From an optimization exercise on the open Yosys and OpenROAD flow, aimed at small area; shortcuts taken in it are not production practice. In this exercise RTL edits were held to simulation tests only and were not proved equivalent to the original. No activity file was given, so power comes from the tool's default toggle rates.

==> design/flow/design.v <==
module quadrature_position_speed_tracker (
  input  logic        clk,
  input  logic        rst,
  input  logic        sample_valid,
  output logic        sample_ready,
  input  logic [1:0]  sample_op,
  input  logic [15:0] sample_count,
  output logic        result_valid,
  input  logic        result_ready,
  output logic [31:0] result_total_count,
  output logic [15:0] result_delta_count,
  output logic        result_direction,
  output logic [31:0] result_shaft_rpm,
  output logic [31:0] result_shaft_rps,
  output logic [15:0] result_mech_angle,
  output logic [15:0] result_elec_angle,
  output logic [31:0] result_index_count,
  input  logic        cfg_valid,
  output logic        cfg_ready,
  input  logic [1:0]  cfg_index,
  input  logic [31:0] cfg_data
);
  logic [20:0] cpr;
  logic [7:0]  pp;
  logic [31:0] rpm_gain;
  logic [31:0] rps_gain;
  logic [31:0] total;
  logic [15:0] delta;
  logic        dir;
  logic [31:0] rpm;
  logic [31:0] rps;
  logic [31:0] index;
  logic [15:0] mech;
  logic [15:0] elec;
  logic        busy;
  logic [5:0]  cnt;
  logic [20:0] rem;
  logic [7:0]  hi;
  assign cfg_ready = !rst;
  assign result_total_count = total;
  assign result_delta_count = delta;
  assign result_direction   = dir;
  assign result_shaft_rpm   = rpm;
  assign result_shaft_rps   = rps;
  assign result_mech_angle  = mech;
  assign result_elec_angle  = elec;
  assign result_index_count = index;
  wire start = sample_valid && !busy && (!result_valid || result_ready);
  wire last  = busy && (cnt == 6'd47);
  assign sample_ready = last;
  wire op_speed = (sample_op == 2'd0);
  wire op_index = (sample_op == 2'd1);
  wire op_clear = (sample_op == 2'd2);
  wire op_pos   = (sample_op == 2'd3);
  wire [16:0] sdiff = {1'b0, sample_count} - {1'b0, total[15:0]};
  wire [15:0] step  = sdiff[15:0];
  wire        bor   = sdiff[16];
  wire [15:0] thi   = total[31:16] + {{15{step[15] & !bor}}, step[15] ^ bor};
  wire        upd  = start;
  wire        clr  = rst || (upd && op_clear);
  always_ff @(posedge clk) begin
    if (rst) begin
      cpr      <= 21'd4096;
      pp       <= 8'd1;
      rpm_gain <= 32'd96000;
      rps_gain <= 32'd1600;
    end else if (cfg_valid) begin
      case (cfg_index)
        2'd0: cpr      <= cfg_data[20:0];
        2'd1: pp       <= cfg_data[7:0];
        2'd2: rpm_gain <= cfg_data;
        default: rps_gain <= cfg_data;
      endcase
    end
  end
  wire        mul_on  = busy && op_speed && !cnt[5];
  wire [3:0]  mi      = cnt[3:0];
  wire        msel    = cnt[4];
  wire        mbit    = delta[mi];
  wire        mlast   = (mi == 4'd15);
  wire        mneg    = delta[15];
  wire [31:0] g       = msel ? rpm_gain : rps_gain;
  wire [31:0] x       = rpm;
  wire [31:0] mb      = mbit ? (mlast ? ~g : g) : 32'd0;
  wire        mcin    = (mbit && mlast) || (mneg ? (mi < 4'd7) : (mi == 4'd7));
  wire [32:0] msum    = {1'b0, hi, x[31:8]} + {1'b0, mb} + {32'd0, mcin};
  wire        mtop    = (mbit && mlast) ? ~msum[32] : msum[32];
  wire [32:0] s       = {mtop, msum[31:0]};
  wire [31:0] znext   = {s[24:0], x[7:1]};
  wire        fits    = (s[32:24] == 9'h000) || (s[32:24] == 9'h1FF);
  wire [31:0] mres    = mlast ? (fits ? znext : {s[32], {31{!s[32]}}}) : znext;
  always_ff @(posedge clk) begin
    if (upd || (mul_on && mlast)) hi <= 8'd0;
    else if (mul_on) hi <= s[32:25];
  end
  wire        tneg    = total[31];
  wire        frac    = cnt[5];
  wire        dbit    = frac ? tneg : (total[~cnt[4:0]] ^ tneg);
  wire [21:0] dt      = {rem, dbit};
  wire [22:0] dd      = {1'b0, dt} - {2'b00, cpr};
  wire        ge      = !dd[22];
  wire [20:0] rnext   = ge ? dd[20:0] : dt[20:0];
  wire        qbit    = (ge ^ tneg) && (cpr != 21'd0);
  wire [15:0] enext   = {elec[14:0], 1'b0} + (qbit ? {8'd0, pp} : 16'd0);
  always_ff @(posedge clk) begin
    if (upd) rem <= 21'd0;
    else if (busy) rem <= rnext;
    if (busy && frac) begin
      mech <= {mech[14:0], qbit};
      elec <= enext;
    end else if (upd) begin
      elec <= 16'd0;
    end
  end
  always_ff @(posedge clk) begin
    if (clr) begin
      total <= 32'd0;
      delta <= 16'd0;
      index <= 32'd0;
    end else if (upd) begin
      if (op_speed || op_pos) begin
        total <= {thi, sample_count};
      end
      if (op_speed) delta <= step;
      if (op_index) index <= index + 32'd1;
    end
    if (rst) dir <= 1'b0;
    else if (upd && op_speed) dir <= step[15];
    if (clr || (upd && op_speed)) begin
      rpm <= 32'd0;
      rps <= 32'd0;
    end else if (mul_on) begin
      if (mlast && !msel) begin
        rps <= mres;
        rpm <= 32'd0;
      end else begin
        rpm <= mres;
      end
    end
  end
  always_ff @(posedge clk) begin
    if (rst) begin
      busy         <= 1'b0;
      result_valid <= 1'b0;
    end else begin
      if (start) busy <= 1'b1;
      else if (last) busy <= 1'b0;
      if (last) result_valid <= 1'b1;
      else if (result_ready) result_valid <= 1'b0;
    end
    if (start) cnt <= 6'd0;
    else if (busy) cnt <= cnt + 6'd1;
  end
endmodule
==> design/flow/run.sh <==
#!/bin/bash
# synth_recipe.tcl (not shown) runs the flow's synth.tcl, then flattens the netlist and writes it again
# the make line also repeats each setting of config.mk as NAME=value (left out here)
make -C /OpenROAD-flow-scripts/flow DESIGN_CONFIG=/design/flow/config.mk WORK_HOME=/design/flow/orfs CLKGATE_MAP_FILE= SYNTH_SCRIPT=/design/flow/synth_recipe.tcl finish
==> design/flow/config.mk <==
export PLATFORM = sky130hd
export DESIGN_NAME = quadrature_position_speed_tracker
export DESIGN_NICKNAME = quadrature_position_speed_tracker
export VERILOG_FILES = /design/flow/design.v
export SDC_FILE = /design/flow/constraint.sdc
export NUM_CORES = 4
export LEC_CHECK = 0
export CAP_MARGIN = 20
export CORE_MARGIN = 2
export CORE_UTILIZATION = 40
export PLACE_DENSITY = 0.6
export SLEW_MARGIN = 20
==> design/flow/constraint.sdc <==
create_clock -name core_clock -period 15.0 [get_ports {clk}]
set_input_delay 3.0000 -clock core_clock [delete_from_list [all_inputs] [get_ports {clk}]]
set_output_delay 3.0000 -clock core_clock [all_outputs]
set_load 0.01 [all_outputs]
==> results.txt <==
-- registers in the layout, summed over array words and instances, names as in the netlist --
name	cells
rps	32
cnt	6
rpm	32
delta	16
total	32
mech	16
hi	8
elec	16
dir	1
rps_gain	32
rem	21
rpm_gain	32
cpr	21
index	32
busy	1
pp	8
result_valid	1
-- through the flow --
stage | setup WS (ns) | hold WS, ns
finish | 6.17 | 0.452
global route | 5.36 | 0.467
CTS | 6.22 | 0.455
detailed placement | 5.65 | 0.439
global placement | 5.80 | 0.434
floorplan | 6.98 | 0.436
-- synth_stat cells (32+ instances only) --
library cell  count
dfxtp_1         275
mux2i_1          54
xnor2_1          76
ha_1             97
nand3_1          72
a21oi_1         236
edfxtp_1         32
inv_1            74
nand2_1         357
xor2_1           57
clkbuf_1         86
nor2_1          156
o21ai_0         101
-- logic make-up (layout without fill, tap and decap cells) --
kind of cell / Yosys count / in the layout
other: 0 / 2
AND/OR/NAND/NOR: 745 / 745
XOR/XNOR: 134 / 134
adder cells (fa/ha/maj): 103 / 103
flip-flops: 307 / 307
AO/OA/AOI/OAI: 495 / 495
buffers and inverters: 181 / 401
multiplexers: 60 / 60
-- worst register-to-register path: cells and delay by family (launching register included) --
family / cells / cell delay (ns)
multiplexers: 1 / 0.52
AO/OA/AOI/OAI: 14 / 2.78
buffers and inverters: 3 / 0.83
flip-flops: 1 / 0.31
adder cells (fa/ha/maj): 4 / 0.98
XOR/XNOR: 3 / 0.58
AND/OR/NAND/NOR: 10 / 1.61
-- final cells by class --
type | instances | area share
diodes | 2 | 0.000241
flip-flops and latches | 307 | 0.312
clock buffers | 56 | 0.0534
repair buffers | 260 | 0.122
well taps | 532 | 0.0321
clock inverters | 10 | 0.00748
multi-input cells | 1537 | 0.459
inverters | 75 | 0.0136
-- power by group --
| part | switching, mW | internal, mW |
|---|---|---|
| clock network | 0.368 | 0.565 |
| logic | 0.306 | 0.226 |
| registers | 0.0346 | 0.870 |
-- metal layers --
layer	part of all wire	GRT usage	routed length, um
met3	0.064	0.0539	3120
met4	0.020	0.0599	988
met5	0.00080	0	39
met2	0.46	0.361	22400
met1	0.45	0.279	21900
-- path summary, 6_finish.rpt --
path	from	to	slack [ns]
setup / recovery	sample_count[1]	total[30]$_SDFFE_PP0P_	6.17
hold / removal	mech[5]$_DFFE_PP_	mech[6]$_DFFE_PP_	0.45
setup reg to reg	cnt[0]$_SDFFE_PP0P_	elec[13]$_SDFFCE_PN0P_	7.13
hold reg to reg	mech[5]$_DFFE_PP_	mech[6]$_DFFE_PP_	0.45
-- layout by cell type (no fill, tap or decap), types with 71 or more instances in the layout --
cell and n:
nand2_1 356, a21oi_1 235, nand3_1 71, dfxtp_1 274
ha_1 97, o21ai_0 100, nor2_1 153, inv_1 74
clkdlybuf4s50_1 235, xnor2_1 76
==> flow_summary.toml <==
[run]
maxCapViolCount = 0

[die]
die-area_mm2 = 0.0432
ioPinCount = 237
coreArea_mm2 = 0.0409
die_h_um = 208
die_w_um = 208
rows = 74
initial_core_util = 0.406

[routing]
ant_nets = 0
postRouteWirelength_um = 48500
first_pass_iters = 5
drc = 0
avgRoutedWirePerCell_um = 17.4
dr_total_vias = 15000
drtIter0Drc = 875
drt-vias-per-instance = 5.40

[clock_network]
cts-htree-levels = 2
post_cts_buffers = 0
cts_sinks = 307
ctsHoldBuffers = 0
clock_path_buffers = 3
cts_tree = "built"
cts-root-buf = "clkbuf_16"
clkLatencyLatePin_ns = 0.57
cts_buffers = 37
cts-resized-gates = 0
path_clk_slew_ns = 0.06

[global_route]
grt_pass1_vias = 14400
antenna_found_initial = 5
overflow = 0
grt_max_degree = 81
grt_pass1_wl_um = 76900
grtUsageTotal = 0.217

[synth]
yosysTopAreaCell = "dfxtp_1"
synth_nets = 2185
synth-main-ff-cell = "dfxtp_1"
ys_seq_area_frac = 0.389
synthXorXnorAreaFrac = 0.0710
syn_area_mm2 = 0.0166
synth_top_family_by_area = "simple AND/OR/NAND/NOR gates"
synth_compound_area_frac = 0.179
netlist_instances = 2025
ys_ff_latch = 307
async_flop_share = 0
muxShareOfSynthArea = 0.0406
synth_cell_type_count = 69
synth_edf_count = 32
synth_top_area_frac = 0.331
avgSynthCellArea_um2 = 8.21
synth.area.top_cells = "dfxtp_1 33%, nand2_1 8.1%, ha_1 7.3%"
synth_warnings = 1
synthAdderAreaFrac = 0.0802
synth_simple_gate_area_frac = 0.198

[final_layout]
fin_area_mm2 = 0.0207
fillers = 3945
nets = 2378
multi_input_area_mm2 = 0.00953
utilization = 0.507
regArea_mm2 = 0.00647
final_cells = 2779
final_layout_size_suffix_gt1_frac = 0.0508
area_growth_pct = 24.8

[worst_hold_path]
min_path_cells = 0
min_path_type = "flip-flop to flip-flop"

[timing]
maxSlewViolCount = 0
setup_viol = 0
post-route-min-period_ns = 8.83
hold_viol = 0
rsz0062_at_grt = "false"
finalSetupTns_ns = 0
period_share = 0.588
max_freq_mhz = 113
relSlewSlack = 0.416
fin_worst_skew_ns = 0.0275
worstMarginPinSlew_ns = 0.868

[place]
dpl_cell_area_mm2 = 0.0195
dp_hpwl_um = 34800
place_inst = 2711
place_congestion = 0.859
io_buffers = 236

[critical_path]
worstSetupPathType = "input port to flip-flop"
cp.arrival_ns = 9.29
cp_num_buf_inv = 2
worst-path-stages = 26
cpMaxStageDelayCell = "ha_1"
path_common_cell = "o21ai_0"
crit_required_ns = 15.47
slowest_delay_ns = 0.55
start_kind = "input port"
crit_path_max_fanout = 15
crit_family = "compound AO/OA/AOI/OAI gates"
worstSetupEndpointType = "flip-flop"
reg2regPathDepth = 35

[pwr]
finalPower_mw = 2.37
leakage_nw = 7.76
cellPowerDensity_mw_per_mm2 = 114
ir_drop_uv = 81.4

[status]
status = "timing/DRC/antenna clean"

## static timing again, ports no longer ideal
The flow's constraints put no driver on any port. The routed layout listed below was extracted and timed again, unchanged, in two steps.
Step 1 (the two cells are an assumption about what drives the block):
set clk [get_ports {clk}]
set_driving_cell -lib_cell sky130_fd_sc_hd__clkbuf_16 $clk
set_driving_cell -lib_cell sky130_fd_sc_hd__buf_2 [delete_from_list [all_inputs] $clk]
Step 2 adds t to the input delays and takes it off the output delays; t is the mean of the earliest and latest rising clock arrival at the registers after step 1. Input paths then give back, and output paths get back, about the clock's delay inside the block.
a / b / c = ideal ports / drivers / drivers and shift; a / b = the first two.
t (ns): 0.610
slack for setup (ns): 6.173 / 6.207 / 5.597
worst setup path after step 2: input to register
latest minus earliest clock arrival (ns): 0.027 / 0.028
worst register clock-pin slew, ns: 0.06 / 0.06
After both steps this run still meets setup and hold. The setup slack of this run moves by +0.034 ns with the drivers and by -0.576 ns with both steps.
